Background: an optimization exercise with open tools, aiming at small area, a short achievable clock period and few clock cycles. Do not read the settings as production practice. Only simulation tests tie the RTL to the original design; equivalence was not proved. No activity file was given, so power comes from the tool's default toggle rates.

**flow/design.v**
```verilog
package fp_pkg;
    localparam int W = 64;
    localparam logic [W-1:0] P = 64'd10997031918897188677;
    typedef enum logic [1:0] {
        OP_ADD = 2'd0,
        OP_SUB = 2'd1,
        OP_MUL = 2'd2,
        OP_RED = 2'd3
    } fp_op_e;
    typedef enum logic [2:0] {
        S_IDLE,
        S_MUL,
        S_ISSUE,
        S_WAIT,
        S_RESP
    } fp_state_e;
endpackage
import fp_pkg::*;
module fp_csa #(
    parameter int N = 72
) (
    input  logic [N-1:0] a,
    input  logic [N-1:0] b,
    input  logic [N-1:0] c,
    output logic [N-1:0] s,
    output logic [N-1:0] cy
);
    assign s  = a ^ b ^ c;
    assign cy = {((a[N-2:0] & b[N-2:0]) | (a[N-2:0] & c[N-2:0]) | (b[N-2:0] & c[N-2:0])), 1'b0};
endmodule
import fp_pkg::*;
module fp_mod_issuer
(
    input  logic           clk,
    input  logic           rst_n,
    input  logic           req_valid,
    output logic           req_ready,
    input  logic [1:0]     req_op,
    input  logic [W-1:0]   req_x,
    input  logic [W-1:0]   req_y,
    output logic           rsp_valid,
    input  logic           rsp_ready,
    output logic [W-1:0]   rsp_data,
    output logic           mod_enable,
    output logic [2*W-1:0] mod_a,
    output logic           mod_a_sign,
    input  logic           mod_done,
    input  logic [W-1:0]   mod_result
);
    localparam int K  = 8;           
    localparam int NS = W / K;       
    localparam int AW = W + K;       
    logic           s0v;             
    logic [1:0]     s0op;
    logic [W-1:0]   xr, yr;
    logic [2:0]     cnt;             
    logic           fpend;           
    logic [AW-1:0]  acc_s, acc_c;
    logic           cy;
    logic [W-K-1:0] res;             
    logic           mv;              
    logic           busy;            
    logic           av, bv;          
    logic [W-1:0]   araw;
    logic s0_mul, step_go, f_fire, x_fire, moda_free, a_move;
    assign mod_enable = mv & ~busy & ~(av & bv);
    assign moda_free  = ~mv | mod_enable;
    assign s0_mul     = (s0op == OP_MUL);
    assign f_fire     = fpend & moda_free;
    assign x_fire     = s0v & ~s0_mul & ~fpend & moda_free;
    assign step_go    = s0v & s0_mul & ((cnt != 3'd0) | ~fpend | f_fire);
    assign req_ready  = ~s0v | (s0_mul & (cnt == 3'(NS - 1))) | x_fire;
    assign a_move     = av & (~bv | rsp_ready);
    assign rsp_valid  = bv;
    assign mod_a_sign = mod_a[2*W-1];
    logic [AW-1:0] s_in, c_in;
    logic [AW-1:0] pp [K];
    assign s_in = (cnt == 3'd0) ? '0 : AW'(acc_s[AW-1:K]);
    assign c_in = (cnt == 3'd0) ? '0 : AW'(acc_c[AW-1:K]);
    for (genvar b = 0; b < K; b++) begin : g_pp
        assign pp[b] = AW'(xr & {W{yr[b]}}) << b;
    end
    logic [AW-1:0] l1s0, l1c0, l1s1, l1c1, l1s2, l1c2;
    fp_csa #(AW) u_l1a (.a(pp[0]), .b(pp[1]), .c(pp[2]), .s(l1s0), .cy(l1c0));
    fp_csa #(AW) u_l1b (.a(pp[3]), .b(pp[4]), .c(pp[5]), .s(l1s1), .cy(l1c1));
    fp_csa #(AW) u_l1c (.a(pp[6]), .b(pp[7]), .c(s_in),  .s(l1s2), .cy(l1c2));
    logic [AW-1:0] l2s0, l2c0, l2s1, l2c1;
    fp_csa #(AW) u_l2a (.a(l1s0), .b(l1c0), .c(l1s1), .s(l2s0), .cy(l2c0));
    fp_csa #(AW) u_l2b (.a(l1c1), .b(l1s2), .c(l1c2), .s(l2s1), .cy(l2c1));
    logic [AW-1:0] l3s0, l3c0;
    fp_csa #(AW) u_l3a (.a(l2s0), .b(l2c0), .c(l2s1), .s(l3s0), .cy(l3c0));
    logic [AW-1:0] l4s0, l4c0;
    fp_csa #(AW) u_l4a (.a(l3s0), .b(l3c0), .c(l2c1), .s(l4s0), .cy(l4c0));
    logic [AW-1:0] ns, nc;
    fp_csa #(AW) u_l5a (.a(l4s0), .b(l4c0), .c(c_in), .s(ns), .cy(nc));
    logic [K:0] lo;
    assign lo = {1'b0, acc_s[K-1:0]} + {1'b0, acc_c[K-1:0]} + {{K{1'b0}}, cy};
    logic [AW-1:0] fsum;
    logic [W:0]    addsub;
    logic          sub;
    assign fsum   = acc_s + acc_c + {{(AW-1){1'b0}}, cy};
    assign sub    = (s0op == OP_SUB);
    assign addsub = {1'b0, xr} + ({1'b0, yr} ^ {(W+1){sub}}) + {{W{1'b0}}, sub};
    logic [2*W-1:0] x_val;
    always_comb begin
        if (s0op == OP_RED) x_val = {1'b0, xr[W-2:0], yr};
        else                x_val = {{(W-1){sub & addsub[W]}}, addsub};
    end
    function automatic logic [W-1:0] fp_normalise(input logic [W-1:0] r);
        fp_normalise = (r >= P) ? (r - P) : r;
    endfunction
    always_ff @(posedge clk) begin
        if (!rst_n) begin
            s0v   <= 1'b0;
            cnt   <= '0;
            fpend <= 1'b0;
            mv    <= 1'b0;
            busy  <= 1'b0;
            av    <= 1'b0;
            bv    <= 1'b0;
        end else begin
            if (req_valid && req_ready) begin
                s0v <= 1'b1;
            end else if (x_fire || (step_go && cnt == 3'(NS - 1))) begin
                s0v <= 1'b0;
            end
            if (step_go) begin
                cnt <= cnt + 3'd1;
            end
            if (step_go && cnt == 3'(NS - 1)) begin
                fpend <= 1'b1;
            end else if (f_fire) begin
                fpend <= 1'b0;
            end
            if (f_fire || x_fire) begin
                mv <= 1'b1;
            end else if (mod_enable) begin
                mv <= 1'b0;
            end
            if (mod_enable) begin
                busy <= 1'b1;
            end else if (mod_done) begin
                busy <= 1'b0;
            end
            if (mod_done) begin
                av <= 1'b1;
            end else if (a_move) begin
                av <= 1'b0;
            end
            if (a_move) begin
                bv <= 1'b1;
            end else if (rsp_ready) begin
                bv <= 1'b0;
            end
        end
    end
    always_ff @(posedge clk) begin
        if (req_valid && req_ready) begin
            s0op <= req_op;
            xr   <= req_x;
            yr   <= req_y;
        end else if (step_go) begin
            yr   <= yr >> K;
        end
        if (step_go) begin
            acc_s <= ns;
            acc_c <= nc;
            if (cnt == 3'd0) begin
                cy <= 1'b0;
            end else begin
                cy  <= lo[K];
                res <= {lo[K-1:0], res[W-K-1:K]};
            end
        end
        if (f_fire) begin
            mod_a <= {fsum, res};
        end else if (x_fire) begin
            mod_a <= x_val;
        end
        if (mod_done) begin
            araw <= mod_result;
        end
        if (a_move) begin
            rsp_data <= fp_normalise(araw);
        end
    end
endmodule
```
**flow/run.sh**
```bash
#!/bin/bash
# synth_recipe.tcl (not shown) runs the flow's synth.tcl, then flattens the netlist and writes it again
# the make line also repeats each setting of config.mk as NAME=value (left out here)
make -C /OpenROAD-flow-scripts/flow DESIGN_CONFIG=/design/flow/config.mk WORK_HOME=/design/flow/orfs CLKGATE_MAP_FILE= SYNTH_SCRIPT=/design/flow/synth_recipe.tcl finish
```
**flow/config.mk**
```make
export PLATFORM = sky130hd
export DESIGN_NAME = fp_mod_issuer
export DESIGN_NICKNAME = fp_mod_issuer
export VERILOG_FILES = /design/flow/design.v
export SDC_FILE = /design/flow/constraint.sdc
export NUM_CORES = 4
export LEC_CHECK = 0
export CAP_MARGIN = 20
export CORE_MARGIN = 2
export CORE_UTILIZATION = 40
export PLACE_DENSITY = 0.6
export SLEW_MARGIN = 20
```
**flow/constraint.sdc**
```tcl
create_clock -name core_clock -period 6.0 [get_ports {clk}]
set_input_delay 1.2000 -clock core_clock [delete_from_list [all_inputs] [get_ports {clk}]]
set_output_delay 1.2000 -clock core_clock [all_outputs]
set_load 0.01 [all_outputs]
```
==> results of run 1 <==
-- power breakdown --
part | leakage [nW] | total [mW] | switching (mW) | internal (mW)
logic | 14.3 | 8.86 | 5.14 | 3.72
registers | 5.59 | 5.87 | 0.351 | 5.52
clock network | 1.09 | 4.34 | 1.87 | 2.46
-- worst paths after layout --
path,endpoint,from,cells past startpoint
max,mod_a[113]$_DFFE_PP_,s0op[1]$_DFFE_PP_,23
min,res[26]$_DFFE_PP_,res[34]$_DFFE_PP_,0
max reg2reg,mod_a[113]$_DFFE_PP_,s0op[1]$_DFFE_PP_,23
min reg2reg,res[26]$_DFFE_PP_,res[34]$_DFFE_PP_,0
-- layout by cell type (no fill, tap or decap), types with 10 or more instances in the layout --
master and count:
xnor2_1 169, a31oi_1 29, nor2b_1 22, o21ai_0 133, ha_1 175, or3_1 10
clkbuf_16 71, nand3_1 36, o21ai_1 16, o211ai_1 25, mux2_2 56, nand2_1 498
o21bai_1 32, clkbuf_1 19, and2_1 377, a211oi_1 57, nand2b_1 12, nor3_1 30
a21oi_1 325, clkinv_1 11, edfxtp_1 586, inv_1 398, a21o_1 68, nand4_1 44
nor2_1 185, and3_1 24, xor2_1 78, fa_1 499, o21a_1 19, buf_4 50
clkdlybuf4s50_1 393
-- critical path, stage by stage, from the launching register on --
cell and delay, ps:
edfxtp_1 470, nand2b_4 350, buf_4 260, xnor2_1 120
ha_1 400, nand2_1 140, nor4_1 360, buf_4 190
nand2b_1 90, o211ai_1 230, a221oi_1 190, buf_4 190
o311ai_1 330, a41oi_1 220, nor2b_1 140, o21ai_0 80
nand2_1 80, o21ai_0 190, ha_1 250, and2_2 190
or2_2 430, buf_4 230, a21oi_1 120, a21oi_1 60
-- layout make-up --
cell class | instances | area, um^2
repair buffers | 449 | 4410
clock buffers | 90 | 1850
well taps | 1524 | 1910
inverters | 399 | 1500
clock inverters | 32 | 418
diodes | 9 | 22.5
flip-flops and latches | 595 | 17800
multi-input cells | 3070 | 26400
fillers | 10800 | 61500
-- kinds of logic (layout without fill, tap and decap cells) --
logic type,count (synthesis),after routing,share of synthesized area (%)
AO/OA/AOI/OAI,795,795,10.6
XOR/XNOR,247,247,4.65
adder cells (fa/ha/maj),674,674,26.2
buffers and inverters,605,970,5.16
flip-flops,595,595,38.2
multiplexers,59,59,1.42
other,0,9,0
AND/OR/NAND/NOR,1295,1295,13.7
-- flip-flops by register name, indices dropped and copies added (netlist names) --
name and flops:
mod_a 128, acc_s 72, acc_c 71, araw 64, rsp_data 64, xr 64, yr 64, res 56
cnt 3, s0op 2, av 1, busy 1, bv 1, cy 1, fpend 1, mv 1
s0v 1
-- what timing repair did --
action                                  CTS  global route
setup buffers                             0             0
gates resized for setup                   0             3
endpoints found under the setup margin    0             9
-- per-layer routing --
metal  vias to the layer above  routed length, um  global-route usage, %  part of all wire (%)
met2                      1171              75700                   43.4                    50
li1                      15100                  -                      -                     -
met4                         2               5750                   9.10                   3.8
met1                     17100              60800                   32.7                    40
met5                         -                 14                      0                0.0093
met3                       240               8880                   3.33                   5.9
==> impl_metrics.csv, run 1 <==
group,metric,value,unit
run_status,outcome,"timing/DRC/antenna clean",
power,irDropWorstVdd,0.182,mV
detailed_routing,drt-total-wl,151000,um
floorplan,start_util,40.2,%
grt,grt_use_total,25.3,%
timing,period_needed,5680,ps
grt,antenna_found_initial,19,
detailed_routing,drcViolationCount,0,
synthesis,synth_area_leaders,"edfxtp_1, fa_1, and2_1",
floorplan,die_h,345,um
timing,relSlewSlack,25.4,%
detailed_routing,drtAntennaViolNets,0,
placed_design,dp_hpwl,115000,um
floorplan,dieArea,119000,um^2
synthesis,synthesis.area,46500,um^2
timing,hold_viol,0,
placed_design,pre_cts_ws,290,ps
synthesis,synth_fp_nets,5143,
critical_path,critPathRequiredTime,6340,ps
detailed_routing,vias,33700,
detailed_routing,vias_per_cell,5.46,
timing,whs,443,ps
placed_design,placed_cell_area,52000,um^2
timing,worst_slack,320,ps
synthesis,ys_types,93,
synthesis,ys_seq_area_share,38.2,%
clock_tree,htree_num_levels,3,
finish,area_delta_synth_final,16.8,%
grt,grt_pass1_wl,222000,um
critical_path,critPathMaxFanout,15,
floorplan,io-pin-count,395,
clock_tree,clockBufferDepth,3,
synthesis,yosysTopAreaCellShare,37.9,%
min_path,hold_class,"reg -> reg",
timing,setup_viol,0,
power,finalPower,19.1,mW
timing,slew_violations,0,
finish,drive_gt1_share,5.70,%
synthesis,synthMostInstantiatedCell,"edfxtp_1",
floorplan,core_area,116000,um^2
floorplan,fp.dieW,345,um
clock_tree,cts_tree,"done",
timing,timing.setup.tns,0,ps
timing,tightest_slew,1110,ps
synthesis,synth-async-reset-ratio,0,%
grt,gr-total-overflow,0,
timing,rsz0062_at_grt,"false",
placed_design,dp_cells,6037,
detailed_routing,drtIter0Drc,2619,
clock_tree,clkLatencyLatePin,680,ps
timing,timing.final.crit_share,94.7,%
power,p_leak,21.0,nW
detailed_routing,wl_per_cell,24.5,um
finish,final_util,46.9,%
synthesis,syn_area_per_cell,10.9,um^2
synthesis,yosys_warnings,3,
clock_tree,cts.reportedPaths.clkPinSlew,60,ps
critical_path,endpoint_kind,"flip-flop",
grt,grt_pass1_vias,34200,
detailed_routing,drt_pass1_iterations,6,
clock_tree,cts_root_buf,"clkbuf_16",
timing,max_freq,0.176,GHz
floorplan,fp-row-count,125,
finish,final_nets,5458,
finish,finalNonFillerCells,6168,
synthesis,synth_common_cells,"edfxtp_1, nand2_1, fa_1, inv_1, and2_1",
placed_design,numPortBuffers,394,
placed_design,place.gp.congestion,0.935,
synthesis,synth_top_cell_by_area,"edfxtp_1",
flow_run,cap_violations,0,
finish,final_cell_area,54300,um^2
clock_tree,cts_buffers,70,
timing,finClkSkew,42.1,ps
critical_path,cp.arrival,6020,ps
grt,grt_start_max_net_pins,79,
synthesis,synth-seq-cells,595,
critical_path,worstSetupPathType,"reg -> reg",
synthesis,synth_flop_cell,"edfxtp_1",
critical_path,cp-start-kind,"flip-flop",
power,powerDensity,351,nW/um^2
clock_tree,clock-sinks,595,
critical_path,reg2reg_slack,320,ps
synthesis,synthCells,4270,
clock_tree,cts_hold_buf,0,
synthesis,synth-edff-count,586,
Testbench counts, summed over its fixed seeds: cycles 8,739.
==> inputs of run 2 (changes only) <==
--- a/flow/design.v
+++ b/flow/design.v
@@ -48,15 +48,19 @@
     input  logic [W-1:0]   mod_result
 );
-    localparam int K  = 8;           
-    localparam int NS = W / K;       
-    localparam int AW = W + K;       
+    localparam int K  = 14;          
+    localparam int D  = K / 2;       
+    localparam int NS = 5;           
+    localparam int AW = W + K + 2;   
+    localparam int FW = 2*W - (NS-1)*K;  
+    localparam logic [AW-1:0] KROW = AW'((AW'(1) << (K)) - 1) / 3 << (W + 2);
     logic           s0v;             
     logic [1:0]     s0op;
     logic [W-1:0]   xr, yr;
     logic [2:0]     cnt;             
+    logic [D-1:0]   b_one, b_two, b_neg;  
     logic           fpend;           
     logic [AW-1:0]  acc_s, acc_c;
     logic           cy;
-    logic [W-K-1:0] res;             
+    logic [(NS-1)*K-1:0] res;        
     logic           mv;              
     logic           busy;            
@@ -74,15 +78,38 @@
     assign rsp_valid  = bv;
     assign mod_a_sign = mod_a[2*W-1];
-    logic [AW-1:0] s_in, c_in;
-    logic [AW-1:0] pp [K];
-    assign s_in = (cnt == 3'd0) ? '0 : AW'(acc_s[AW-1:K]);
+    logic [K:0]   bwin;              
+    logic [D-1:0] e_one, e_two, e_neg;
+    assign bwin = (req_valid && req_ready) ? {req_y[K-1:0], 1'b0}
+                                           : {yr[2*K-1:K], yr[K-1]};
+    always_comb begin
+        for (int i = 0; i < D; i++) begin
+            e_one[i] = bwin[2*i+1] ^ bwin[2*i];
+            e_two[i] = (bwin[2*i+2] & ~bwin[2*i+1] & ~bwin[2*i]) |
+                       (~bwin[2*i+2] & bwin[2*i+1] & bwin[2*i]);
+            e_neg[i] = bwin[2*i+2];
+        end
+    end
+    logic [AW-1:0] s_in, c_in, krow;
+    logic [AW-1:0] row [D];
+    assign s_in = (cnt == 3'd0) ? (AW'(1) << (W + 1)) : AW'(acc_s[AW-1:K]);
     assign c_in = (cnt == 3'd0) ? '0 : AW'(acc_c[AW-1:K]);
-    for (genvar b = 0; b < K; b++) begin : g_pp
-        assign pp[b] = AW'(xr & {W{yr[b]}}) << b;
-    end
+    assign krow = KROW | (AW'(b_neg[D-1]) << (2*(D-1)));
+    for (genvar i = 0; i < D; i++) begin : g_row
+        logic [W:0]   m;
+        logic [W+1:0] e;
+        assign m = ({1'b0, xr} & {(W+1){b_one[i]}}) | ({xr, 1'b0} & {(W+1){b_two[i]}});
+        assign e = {~b_neg[i], m ^ {(W+1){b_neg[i]}}};
+        if (i == 0) begin : g_first
+            assign row[i] = AW'(e);
+        end else begin : g_rest
+            assign row[i] = (AW'(e) << (2*i)) | (AW'(b_neg[i-1]) << (2*(i-1)));
+        end
+    end
+    logic [AW-1:0] ps, pc;
+    fp_csa #(AW) u_la (.a(s_in), .b(c_in), .c(krow), .s(ps), .cy(pc));
     logic [AW-1:0] l1s0, l1c0, l1s1, l1c1, l1s2, l1c2;
-    fp_csa #(AW) u_l1a (.a(pp[0]), .b(pp[1]), .c(pp[2]), .s(l1s0), .cy(l1c0));
-    fp_csa #(AW) u_l1b (.a(pp[3]), .b(pp[4]), .c(pp[5]), .s(l1s1), .cy(l1c1));
-    fp_csa #(AW) u_l1c (.a(pp[6]), .b(pp[7]), .c(s_in),  .s(l1s2), .cy(l1c2));
+    fp_csa #(AW) u_l1a (.a(row[0]), .b(row[1]), .c(row[2]), .s(l1s0), .cy(l1c0));
+    fp_csa #(AW) u_l1b (.a(row[3]), .b(row[4]), .c(row[5]), .s(l1s1), .cy(l1c1));
+    fp_csa #(AW) u_l1c (.a(row[6]), .b(ps),     .c(pc),     .s(l1s2), .cy(l1c2));
     logic [AW-1:0] l2s0, l2c0, l2s1, l2c1;
     fp_csa #(AW) u_l2a (.a(l1s0), .b(l1c0), .c(l1s1), .s(l2s0), .cy(l2c0));
@@ -90,14 +117,12 @@
     logic [AW-1:0] l3s0, l3c0;
     fp_csa #(AW) u_l3a (.a(l2s0), .b(l2c0), .c(l2s1), .s(l3s0), .cy(l3c0));
-    logic [AW-1:0] l4s0, l4c0;
-    fp_csa #(AW) u_l4a (.a(l3s0), .b(l3c0), .c(l2c1), .s(l4s0), .cy(l4c0));
     logic [AW-1:0] ns, nc;
-    fp_csa #(AW) u_l5a (.a(l4s0), .b(l4c0), .c(c_in), .s(ns), .cy(nc));
+    fp_csa #(AW) u_l4a (.a(l3s0), .b(l3c0), .c(l2c1), .s(ns), .cy(nc));
     logic [K:0] lo;
     assign lo = {1'b0, acc_s[K-1:0]} + {1'b0, acc_c[K-1:0]} + {{K{1'b0}}, cy};
-    logic [AW-1:0] fsum;
+    logic [FW-1:0] fsum;
     logic [W:0]    addsub;
     logic          sub;
-    assign fsum   = acc_s + acc_c + {{(AW-1){1'b0}}, cy};
+    assign fsum   = acc_s[FW-1:0] + acc_c[FW-1:0] + {{(FW-1){1'b0}}, cy};
     assign sub    = (s0op == OP_SUB);
     assign addsub = {1'b0, xr} + ({1'b0, yr} ^ {(W+1){sub}}) + {{W{1'b0}}, sub};
@@ -126,5 +151,5 @@
             end
             if (step_go) begin
-                cnt <= cnt + 3'd1;
+                cnt <= (cnt == 3'(NS - 1)) ? 3'd0 : cnt + 3'd1;
             end
             if (step_go && cnt == 3'(NS - 1)) begin
@@ -163,4 +188,9 @@
             yr   <= yr >> K;
         end
+        if ((req_valid && req_ready) || step_go) begin
+            b_one <= e_one;
+            b_two <= e_two;
+            b_neg <= e_neg;
+        end
         if (step_go) begin
             acc_s <= ns;
@@ -170,5 +200,5 @@
             end else begin
                 cy  <= lo[K];
-                res <= {lo[K-1:0], res[W-K-1:K]};
+                res <= {lo[K-1:0], res[(NS-1)*K-1:K]};
             end
         end
--- a/flow/config.mk
+++ b/flow/config.mk
@@ -6,7 +6,9 @@
 export NUM_CORES = 4
 export LEC_CHECK = 0
+export ABC_CLOCK_PERIOD_IN_PS = 3000
 export CAP_MARGIN = 20
 export CORE_MARGIN = 2
-export CORE_UTILIZATION = 40
-export PLACE_DENSITY = 0.6
+export CORE_UTILIZATION = 50
+export PLACE_DENSITY = 0.65
+export SETUP_SLACK_MARGIN = 3.0
 export SLEW_MARGIN = 20
==> impl_metrics.csv, run 2 <==
group,metric,value,unit
synthesis,synth_common_cells,"edfxtp_1, xnor2_1, inv_1, fa_1, a22oi_1",
power,irDropWorstVdd,0.319,mV
min_path,whs_path_depth,0,
grt,gr-total-overflow,0,
synthesis,synth_compound_area_share,15.4,%
grt,antenna_found_initial,10,
synthesis,synth-seq-cells,622,
min_path,hold_class,"reg -> reg",
timing,setup_viol,0,
synthesis,synth_top_family_by_area,"adder cells",
critical_path,critPathMaxFanout,7,
critical_path,slowest_stage,"edfxtp_1",
floorplan,fp-row-count,119,
critical_path,r2r_end,"mod_a[85]$_DFFE_PP_",
critical_path,critPathMaxStageDelay,430,ps
detailed_routing,drt_pass1_iterations,7,
critical_path,reg2reg_slack,1300,ps
synthesis,yosys.area_share.simple,7.39,%
synthesis,yosys_warnings,3,
critical_path,r2r_start,"s0op[1]$_DFFE_PP_",
synthesis,synth_flop_cell,"edfxtp_1",
synthesis,ys_types,93,
floorplan,start_util,50.3,%
clock_tree,clock-sinks,622,
timing,hold_viol,0,
timing,worst_slack,1300,ps
critical_path,cp-start-kind,"flip-flop",
finish,regArea,18600,um^2
clock_tree,htree_num_levels,3,
grt,use_met2,57.5,%
timing,timing.final.crit_share,78.3,%
critical_path,critical_path.cell_chain,"or2b_4, buf_12, buf_16, buf_12, buf_4, xnor2_1, ha_1, and3_1, nand3_1, nor2_2, a21oi_2, o41ai_2, a21o_1, a21oi_2, ha_2, and2_4, buf_12, buf_12, buf_16, a211oi_2, a21oi_1",
grt,grt_start_max_net_pins,135,
placed_design,place.gp.congestion,0.935,
floorplan,dieArea,108000,um^2
timing,relSlewSlack,18.0,%
finish,final_cell_mix,"edfxtp_1, xnor2_1, a22oi_1, clkdlybuf4s50_1, inv_1",
synthesis,synth_mux_area_share,1.18,%
critical_path,reg2reg_depth,21,
detailed_routing,wl_per_cell,29.5,um
clock_tree,cts_root_buf,"clkbuf_16",
synthesis,synth_top_cell_by_area,"edfxtp_1",
finish,area_delta_synth_final,30.4,%
synthesis,synthCells,4960,
finish,multiInputGateArea,35100,um^2
finish,final_util,65.6,%
timing,timing.setup.tns,0,ps
placed_design,pre_cts_ws,746,ps
finish,largest_reg_flops,128,
detailed_routing,drcViolationCount,0,
finish,drive_gt1_share,26.1,%
floorplan,fp.dieW,329,um
grt,grt_busiest_layer,"met2",
floorplan,die_h,329,um
synthesis,synth-edff-count,613,
timing,period_needed,4700,ps
critical_path,cp.arrival,5070,ps
clock_tree,cts.reportedPaths.clkPinSlew,60,ps
flow_run,cap_violations,0,
floorplan,io-pin-count,395,
grt,grtUsageMet3,9.20,%
detailed_routing,drtIter0Drc,5473,
synthesis,yosysTopAreaCellShare,34.8,%
timing,rsz0062_at_grt,"true",
detailed_routing,drtAntennaViolNets,0,
synthesis,syn_area_per_cell,10.7,um^2
synthesis,synthAdderAreaFrac,22.8,%
synthesis,ys_seq_area_share,35.1,%
critical_path,critPathRequiredTime,6370,ps
placed_design,numPortBuffers,394,
placed_design,dp_hpwl,132000,um
finish,largestRegisters,"mod_a x128, acc_s x79, acc_c x77",
grt,grt_use_total,36.7,%
synthesis,synth_fp_nets,5856,
grt,grt_pass1_wl,291000,um
synthesis,synthesis.area,52900,um^2
critical_path,endpoint_kind,"flip-flop",
min_path,min_to,"res[34]$_DFFE_PP_",
power,powerDensity,459,nW/um^2
synthesis,synth-async-reset-ratio,0,%
detailed_routing,vias,43400,
power,p_leak,26.2,nW
synthesis,synth_area_leaders,"edfxtp_1, fa_1, xnor2_1",
synthesis,synthXorXnorAreaFrac,11.8,%
timing,finClkSkew,35.6,ps
timing,slew_violations,0,
run_status,outcome,"timing/DRC/antenna clean",
critical_path,cpMostUsedCell,"buf_12",
critical_path,critPathBufInv,7,
detailed_routing,vias_per_cell,6.26,
min_path,min_from,"res[48]$_DFFE_PP_",
finish,nFillCells,8065,
finish,layout_commonest_cell,"edfxtp_1",
synthesis,synthMostInstantiatedCell,"edfxtp_1",
critical_path,worstSetupPathType,"reg -> reg",
floorplan,core_area,105000,um^2
grt,grt_pass1_vias,43400,
clock_tree,clkLatencyLatePin,690,ps
grt,use_met1,47.2,%
clock_tree,clockBufferDepth,3,
critical_path,crit_family,"simple AND/OR/NAND/NOR gates",
timing,max_freq,0.213,GHz
detailed_routing,drt-total-wl,205000,um
timing,tightest_slew,1230,ps
finish,final_nets,6382,
clock_tree,cts_buffers,76,
finish,regMostFlops,"mod_a",
clock_tree,cts_tree,"done",
-- run 2: changes by cell type in the layout (fill, tap and decap cells not counted), moves of 135 or more --
cell | previous run | this run
a22oi_1 | 1 | 431
xnor2_1 | 169 | 531
and2_1 | 377 | 30
nand2_1 | 498 | 202
fa_1 | 499 | 317
buf_4 | 50 | 229
inv_2 | 0 | 135
-- run 2: worst max path at each step --
stage | start | endpoint | slack (ps) | depth (start not counted)
after floorplan | mv$_SDFFE_PN0P_ | b_neg[0]$_DFFE_PP_ | 740 | 5
after global placement | s0op[0]$_DFFE_PP_ | mod_a[107]$_DFFE_PP_ | 800 | 22
after detailed placement | s0op[0]$_DFFE_PP_ | mod_a[107]$_DFFE_PP_ | 750 | 20
after CTS | s0op[1]$_DFFE_PP_ | mod_a[85]$_DFFE_PP_ | 1310 | 23
after global routing | s0op[1]$_DFFE_PP_ | mod_a[125]$_DFFE_PP_ | 1170 | 24
final | s0op[1]$_DFFE_PP_ | mod_a[85]$_DFFE_PP_ | 1300 | 21
-- run 2: cell families after synthesis --
kind of cell,count (synthesis)
buffers and inverters,882
other,1
flip-flops,622
AO/OA/AOI/OAI,1212
adder cells (fa/ha/maj),697
XOR/XNOR,710
multiplexers,57
AND/OR/NAND/NOR,779
-- run 2: through the flow --
stage | area [um^2] | hold WS, ps | std cells | total power [mW]
after floorplan | 53600 | 421 | 4960 | 18.1
after global placement | 58700 | 430 | 6506 | 23.5
after detailed placement | 58700 | 434 | 6507 | 23.9
after CTS | 67200 | 448 | 6863 | 30.6
after global routing | 69000 | 452 | 6933 | 33.7
final | 69000 | 448 | 6934 | 31.7
-- run 2: cell type report --
class                           instances  area share (%)
Multi-Input combinational cell       3464            50.9
Antenna cell                            2         0.00726
Clock inverter                         46           0.918
Timing Repair Buffer                  798            12.9
Tap cell                             1391            2.52
Sequential cell                       622            27.0
Inverter                              524            2.93
Clock buffer                           87            2.86
-- run 2: repair_timing --
item,4_1_cts,5_1_grt
pin swaps,418,227
cloned,38,7
hold buffers,0,0
buffers inserted,185,62
endpoints found under the setup margin,574,330
resized for setup,836,294
hold endpoints to repair,0,0
-- run 2: power breakdown --
part	switching, mW	internal [mW]	leakage, nW	total (mW)
Combinational	11.3	8.42	19.1	19.7
Sequential	0.462	6.66	5.85	7.12
Clock	2.02	2.86	1.25	4.88
-- run 2: worst reg2reg max path, delay by kind of cell, from the launching register on --
family                   cells  cell delay (ps)
buffers and inverters        7             1090
AO/OA/AOI/OAI                6              870
XOR/XNOR                     1              120
flip-flops                   1              430
AND/OR/NAND/NOR              5             1320
adder cells (fa/ha/maj)      2              580
-- run 2: metal layers --
metal	vias up	wire, um
li1	18300	-
met1	21600	76100
met2	2822	92600
met3	679	22700
met4	6	13300
met5	-	54
Testbench counts of run 2, summed over its fixed seeds: cycles 6,425.
==> inputs of run 3 (changes only) <==
--- a/flow/design.v
+++ b/flow/design.v
@@ -60,4 +60,5 @@
     logic [D-1:0]   b_one, b_two, b_neg;  
     logic           fpend;           
+    logic           f_as, f_sub;     
     logic [AW-1:0]  acc_s, acc_c;
     logic           cy;
@@ -67,12 +68,15 @@
     logic           av, bv;          
     logic [W-1:0]   araw;
-    logic s0_mul, step_go, f_fire, x_fire, moda_free, a_move;
+    logic s0_mul, s0_as, s0_sub, step_go, step_last, f_fire, x_fire, moda_free, a_move;
     assign mod_enable = mv & ~busy & ~(av & bv);
     assign moda_free  = ~mv | mod_enable;
     assign s0_mul     = (s0op == OP_MUL);
+    assign s0_as      = ~s0op[1];
+    assign s0_sub     = (s0op == OP_SUB);
     assign f_fire     = fpend & moda_free;
-    assign x_fire     = s0v & ~s0_mul & ~fpend & moda_free;
-    assign step_go    = s0v & s0_mul & ((cnt != 3'd0) | ~fpend | f_fire);
-    assign req_ready  = ~s0v | (s0_mul & (cnt == 3'(NS - 1))) | x_fire;
+    assign x_fire     = s0v & (s0op == OP_RED) & ~fpend & moda_free;
+    assign step_go    = s0v & (s0_mul | s0_as) & ((cnt != 3'd0) | ~fpend | f_fire);
+    assign step_last  = s0_as | (cnt == 3'(NS - 1));
+    assign req_ready  = ~s0v | (step_go & step_last) | x_fire;
     assign a_move     = av & (~bv | rsp_ready);
     assign rsp_valid  = bv;
@@ -80,6 +84,7 @@
     logic [K:0]   bwin;              
     logic [D-1:0] e_one, e_two, e_neg;
-    assign bwin = (req_valid && req_ready) ? {req_y[K-1:0], 1'b0}
-                                           : {yr[2*K-1:K], yr[K-1]};
+    assign bwin = !(req_valid && req_ready) ? {yr[2*K-1:K], yr[K-1]} :
+                  req_op[1]                 ? {req_y[K-1:0], 1'b0}
+                                            : (K+1)'(2);
     always_comb begin
         for (int i = 0; i < D; i++) begin
@@ -92,5 +97,6 @@
     logic [AW-1:0] s_in, c_in, krow;
     logic [AW-1:0] row [D];
-    assign s_in = (cnt == 3'd0) ? (AW'(1) << (W + 1)) : AW'(acc_s[AW-1:K]);
+    assign s_in = (cnt == 3'd0) ? AW'({1'b1, s0_sub, (yr ^ {W{s0_sub}}) & {W{s0_as}}})
+                                : AW'(acc_s[AW-1:K]);
     assign c_in = (cnt == 3'd0) ? '0 : AW'(acc_c[AW-1:K]);
     assign krow = KROW | (AW'(b_neg[D-1]) << (2*(D-1)));
@@ -122,14 +128,8 @@
     assign lo = {1'b0, acc_s[K-1:0]} + {1'b0, acc_c[K-1:0]} + {{K{1'b0}}, cy};
     logic [FW-1:0] fsum;
-    logic [W:0]    addsub;
-    logic          sub;
-    assign fsum   = acc_s[FW-1:0] + acc_c[FW-1:0] + {{(FW-1){1'b0}}, cy};
-    assign sub    = (s0op == OP_SUB);
-    assign addsub = {1'b0, xr} + ({1'b0, yr} ^ {(W+1){sub}}) + {{W{1'b0}}, sub};
-    logic [2*W-1:0] x_val;
-    always_comb begin
-        if (s0op == OP_RED) x_val = {1'b0, xr[W-2:0], yr};
-        else                x_val = {{(W-1){sub & addsub[W]}}, addsub};
-    end
+    assign fsum = acc_s[FW-1:0] + acc_c[FW-1:0] + {{(FW-1){1'b0}}, cy};
+    logic [2*W-1:0] f_val, x_val;
+    assign f_val = f_as ? {{(W-1){f_sub & fsum[W]}}, fsum[W:0]} : {fsum, res};
+    assign x_val = {1'b0, xr[W-2:0], yr};
     function automatic logic [W-1:0] fp_normalise(input logic [W-1:0] r);
         fp_normalise = (r >= P) ? (r - P) : r;
@@ -147,11 +147,11 @@
             if (req_valid && req_ready) begin
                 s0v <= 1'b1;
-            end else if (x_fire || (step_go && cnt == 3'(NS - 1))) begin
+            end else if (x_fire || (step_go && step_last)) begin
                 s0v <= 1'b0;
             end
             if (step_go) begin
-                cnt <= (cnt == 3'(NS - 1)) ? 3'd0 : cnt + 3'd1;
-            end
-            if (step_go && cnt == 3'(NS - 1)) begin
+                cnt <= step_last ? 3'd0 : cnt + 3'd1;
+            end
+            if (step_go && step_last) begin
                 fpend <= 1'b1;
             end else if (f_fire) begin
@@ -196,6 +196,10 @@
             acc_s <= ns;
             acc_c <= nc;
+            if (step_last) begin
+                f_as  <= s0_as;
+                f_sub <= s0_sub;
+            end
             if (cnt == 3'd0) begin
-                cy <= 1'b0;
+                cy <= s0_sub;    
             end else begin
                 cy  <= lo[K];
@@ -204,5 +208,5 @@
         end
         if (f_fire) begin
-            mod_a <= {fsum, res};
+            mod_a <= f_val;
         end else if (x_fire) begin
             mod_a <= x_val;
--- a/flow/config.mk
+++ b/flow/config.mk
@@ -6,9 +6,8 @@
 export NUM_CORES = 4
 export LEC_CHECK = 0
-export ABC_CLOCK_PERIOD_IN_PS = 3000
 export CAP_MARGIN = 20
 export CORE_MARGIN = 2
 export CORE_UTILIZATION = 50
 export PLACE_DENSITY = 0.65
-export SETUP_SLACK_MARGIN = 3.0
+export SETUP_SLACK_MARGIN = 2.0
 export SLEW_MARGIN = 20
==> impl_metrics.csv, run 3 <==
group,metric,value,unit
synthesis,syn_area_per_cell,10.8,um^2
finish,largestRegisters,"mod_a x128, acc_s x79, acc_c x77",
clock_tree,clockBufferDepth,3,
critical_path,r2r_start,"s0op[0]$_DFFE_PN_",
finish,final_cell_area,59600,um^2
synthesis,synth_common_cells,"edfxtp_1, inv_1, xnor2_1, fa_1, a22oi_1",
synthesis,synth-seq-cells,631,
clock_tree,cts_root_buf,"clkbuf_16",
critical_path,critPathMaxFanout,8,
detailed_routing,drt_pass1_iterations,6,
finish,regMostFlops,"mod_a",
floorplan,fp-row-count,116,
clock_tree,clock-sinks,631,
grt,grt_start_max_net_pins,163,
synthesis,yosysTopAreaCellShare,37.0,%
critical_path,cp.depth,12,
detailed_routing,drcViolationCount,0,
floorplan,fp.dieW,322,um
grt,grt_busiest_layer,"met2",
run_status,outcome,"timing/DRC/antenna clean",
min_path,whs_path_depth,0,
synthesis,ys_seq_area_share,37.4,%
critical_path,worstSetupPathType,"reg -> reg",
power,pwr-share-comb,66.4,%
finish,drive_gt1_share,8.18,%
detailed_routing,wl_per_cell,28.8,um
timing,period_needed,4070,ps
power,p_leak,23.2,nW
timing,max_freq,0.246,GHz
synthesis,synth_top_cell_by_area,"edfxtp_1",
clock_tree,cts_buffers,76,
placed_design,placed_cell_area,55400,um^2
grt,use_met2,56.4,%
floorplan,io-pin-count,395,
flow_run,cap_violations,0,
clock_tree,cts_tree,"done",
synthesis,synthesis.area,50400,um^2
timing,relSlewSlack,10.9,%
timing,finClkSkew,51.5,ps
finish,final_cell_mix,"edfxtp_1, inv_1, xnor2_1, a22oi_1, fa_1",
power,p_seq_share,21.4,%
synthesis,synthMostInstantiatedCell,"edfxtp_1",
timing,hold_viol,0,
finish,layout_commonest_cell,"edfxtp_1",
timing,setup_viol,0,
critical_path,crit_family,"adder cells",
power,powerDensity,650,nW/um^2
detailed_routing,drtAntennaViolNets,0,
synthesis,ys_types,84,
clock_tree,cts.reportedPaths.clkPinSlew,60,ps
critical_path,critical_path.cell_chain,"buf_6, buf_12, buf_16, xor2_2, a22o_1, ha_1, inv_1, fa_2, fa_1, fa_1, inv_1, fa_1",
critical_path,slowest_stage,"fa_2",
grt,grt_use_total,34.8,%
placed_design,numPortBuffers,394,
synthesis,synth_fp_nets,5490,
placed_design,place.gp.congestion,1.01,
critical_path,cpMostUsedCell,"fa_1",
grt,gr-total-overflow,0,
floorplan,dieArea,103000,um^2
synthesis,synthCells,4659,
synthesis,synth-async-reset-ratio,0,%
timing,timing.final.crit_share,67.8,%
critical_path,reg2reg_depth,12,
min_path,hold_class,"reg -> reg",
critical_path,endpoint_kind,"flip-flop",
timing,whs,450,ps
power,switchingPower,18.5,mW
critical_path,critPathMaxStageDelay,540,ps
power,clkPwrFrac,12.2,%
timing,rsz0062_at_grt,"true",
grt,grtUsageMet3,6.56,%
floorplan,core_area,100000,um^2
detailed_routing,drt-total-wl,181000,um
grt,use_met1,44.4,%
placed_design,dp_hpwl,134000,um
detailed_routing,vias_per_cell,6.16,
synthesis,synth_area_leaders,"edfxtp_1, fa_1, xnor2_1",
grt,grt_pass1_wl,263000,um
critical_path,cp.arrival,4450,ps
finish,largest_reg_flops,128,
detailed_routing,vias,38600,
power,finalPower,38.8,mW
grt,grt_pass1_vias,38800,
floorplan,die_h,322,um
power,irDropWorstVdd,0.420,mV
clock_tree,htree_num_levels,3,
power,p_sw_share,47.8,%
floorplan,start_util,50.4,%
critical_path,critical_path.startpoint,"s0op[0]$_DFFE_PN_",
clock_tree,cts_hold_buf,0,
critical_path,critPathBufInv,5,
timing,slew_violations,0,
synthesis,synth_flop_cell,"edfxtp_1",
finish,area_delta_synth_final,18.2,%
grt,antenna_found_initial,5,
critical_path,cp-start-kind,"flip-flop",
synthesis,yosys_warnings,3,
min_path,min_from,"res[50]$_DFFE_PP_",
finish,final_nets,5735,
detailed_routing,drtIter0Drc,4442,
critical_path,critPathRequiredTime,6380,ps
power,p_int,20.2,mW
timing,tightest_slew,1340,ps
clock_tree,clkLatencyLatePin,690,ps
synthesis,synth-edff-count,622,
run 3: worst reg2reg max path: cells and delay by family (launching register included):
kind                     cells  cell delay (ps)
AO/OA/AOI/OAI                1              230
XOR/XNOR                     1              240
adder cells (fa/ha/maj)      5             2300
buffers and inverters        5              610
flip-flops                   1              380
run 3: metal layers:
metal	vias up	wire length, um	share of wire (%)
li1	16400	-	-
met1	19500	66800	37
met2	2189	86100	48
met3	430	17100	9.5
met4	10	10500	5.8
met5	-	69	0.038
run 3: cell type report:
type / instances / area (um^2)
timing repair buffer: 512 / 5360
sequential: 631 / 18900
inverter: 515 / 1940
clock buffer: 94 / 1980
clock inverter: 43 / 533
fill: 8230 / 40400
multi-input combinational: 3168 / 29300
antenna: 2 / 5.00
tap: 1298 / 1620
run 3: worst paths after layout:
check                        endpoint  slack [ps]
hold / removal      res[36]$_DFFE_PP_         450
setup / recovery  acc_s[27]$_DFFE_PP_        1930
setup reg to reg  acc_s[27]$_DFFE_PP_        1930
hold reg to reg     res[36]$_DFFE_PP_         450
run 3: repair_timing:
item,CTS,global route
endpoints found under the setup margin,199,121
pin swaps,44,208
resized for setup,98,110
gates cloned,7,3
setup buffers,23,10
run 3: logic make-up (layout without fill, tap and decap cells):
kind of cell             Yosys count  count (layout)  synth area share (%)
adder cells (fa/ha/maj)          632             632                  22.3
AO/OA/AOI/OAI                   1013            1013                  13.9
buffers and inverters            860            1164                  6.56
multiplexers                      47              47                 0.938
flip-flops                       631             631                  37.4
XOR/XNOR                         656             656                  11.4
AND/OR/NAND/NOR                  819             819                  7.46
other                              1               3               0.00744
run 3: power by group through the flow:
stage	registers [mW]	clock network, mW	logic (mW)
2_1_floorplan	7.90	0	15.5
3_3_place_gp	8.33	0	24.4
3_5_place_dp	8.37	0	24.7
4_1_cts	8.27	4.78	25.1
5_1_grt	8.35	4.94	28.3
6_report	8.31	4.72	25.8
run 3: stage by stage:
| step | setup slack (ps) | cells | utilization, % | setup TNS [ps] |
|---|---|---|---|---|
| 2_1_floorplan | -107 | 4659 | - | -9130 |
| 3_3_place_gp | 1470 | 6081 | 55.4 | 0 |
| 3_5_place_dp | 1490 | 6081 | 55.4 | 0 |
| 4_1_cts | 1910 | 6248 | 59.0 | 0 |
| 5_1_grt | 1890 | 6261 | 59.6 | 0 |
| 6_report | 1930 | 6263 | 59.6 | 0 |
Testbench counts of run 3, summed over its fixed seeds: cycles 6,227.

## re-timing with driven ports
How much do the figures lean on ideal ports? The routed layouts below were timed once more, with nothing changed but the port constraints. Step 1 (the two cells are an assumption about what drives the block):
set clk [get_ports {clk}]
set_driving_cell -lib_cell sky130_fd_sc_hd__clkbuf_16 $clk
set_driving_cell -lib_cell sky130_fd_sc_hd__buf_2 [delete_from_list [all_inputs] $clk]
Step 2, shift: input delay + t, output delay - t, t = (earliest + latest rising clock arrival at the registers) / 2. This alone moves slack from input paths to output paths. a / b / c = ideal / step 1 / step 2; a / b = the first two.
| run | t (ns) | slack for setup (ns) | slew at the worst register clock pin (ns) | pins driven straight from the clock port |
|---|---|---|---|---|
| run 1 | 0.727 | 0.320 / 0.320 / 0.320 | 0.07 / 0.07 | 1 |
| run 2 | 0.744 | 1.305 / 1.305 / 1.305 | 0.07 / 0.07 | 1 |
| run 3 | 0.738 | 1.932 / 1.932 / 1.776 | 0.06 / 0.06 | 1 |
After both steps every run listed still meets setup and hold. For run 3, which loses most, drivers alone change the setup slack by 0.000 ns; drivers and shift together by -0.156 ns.
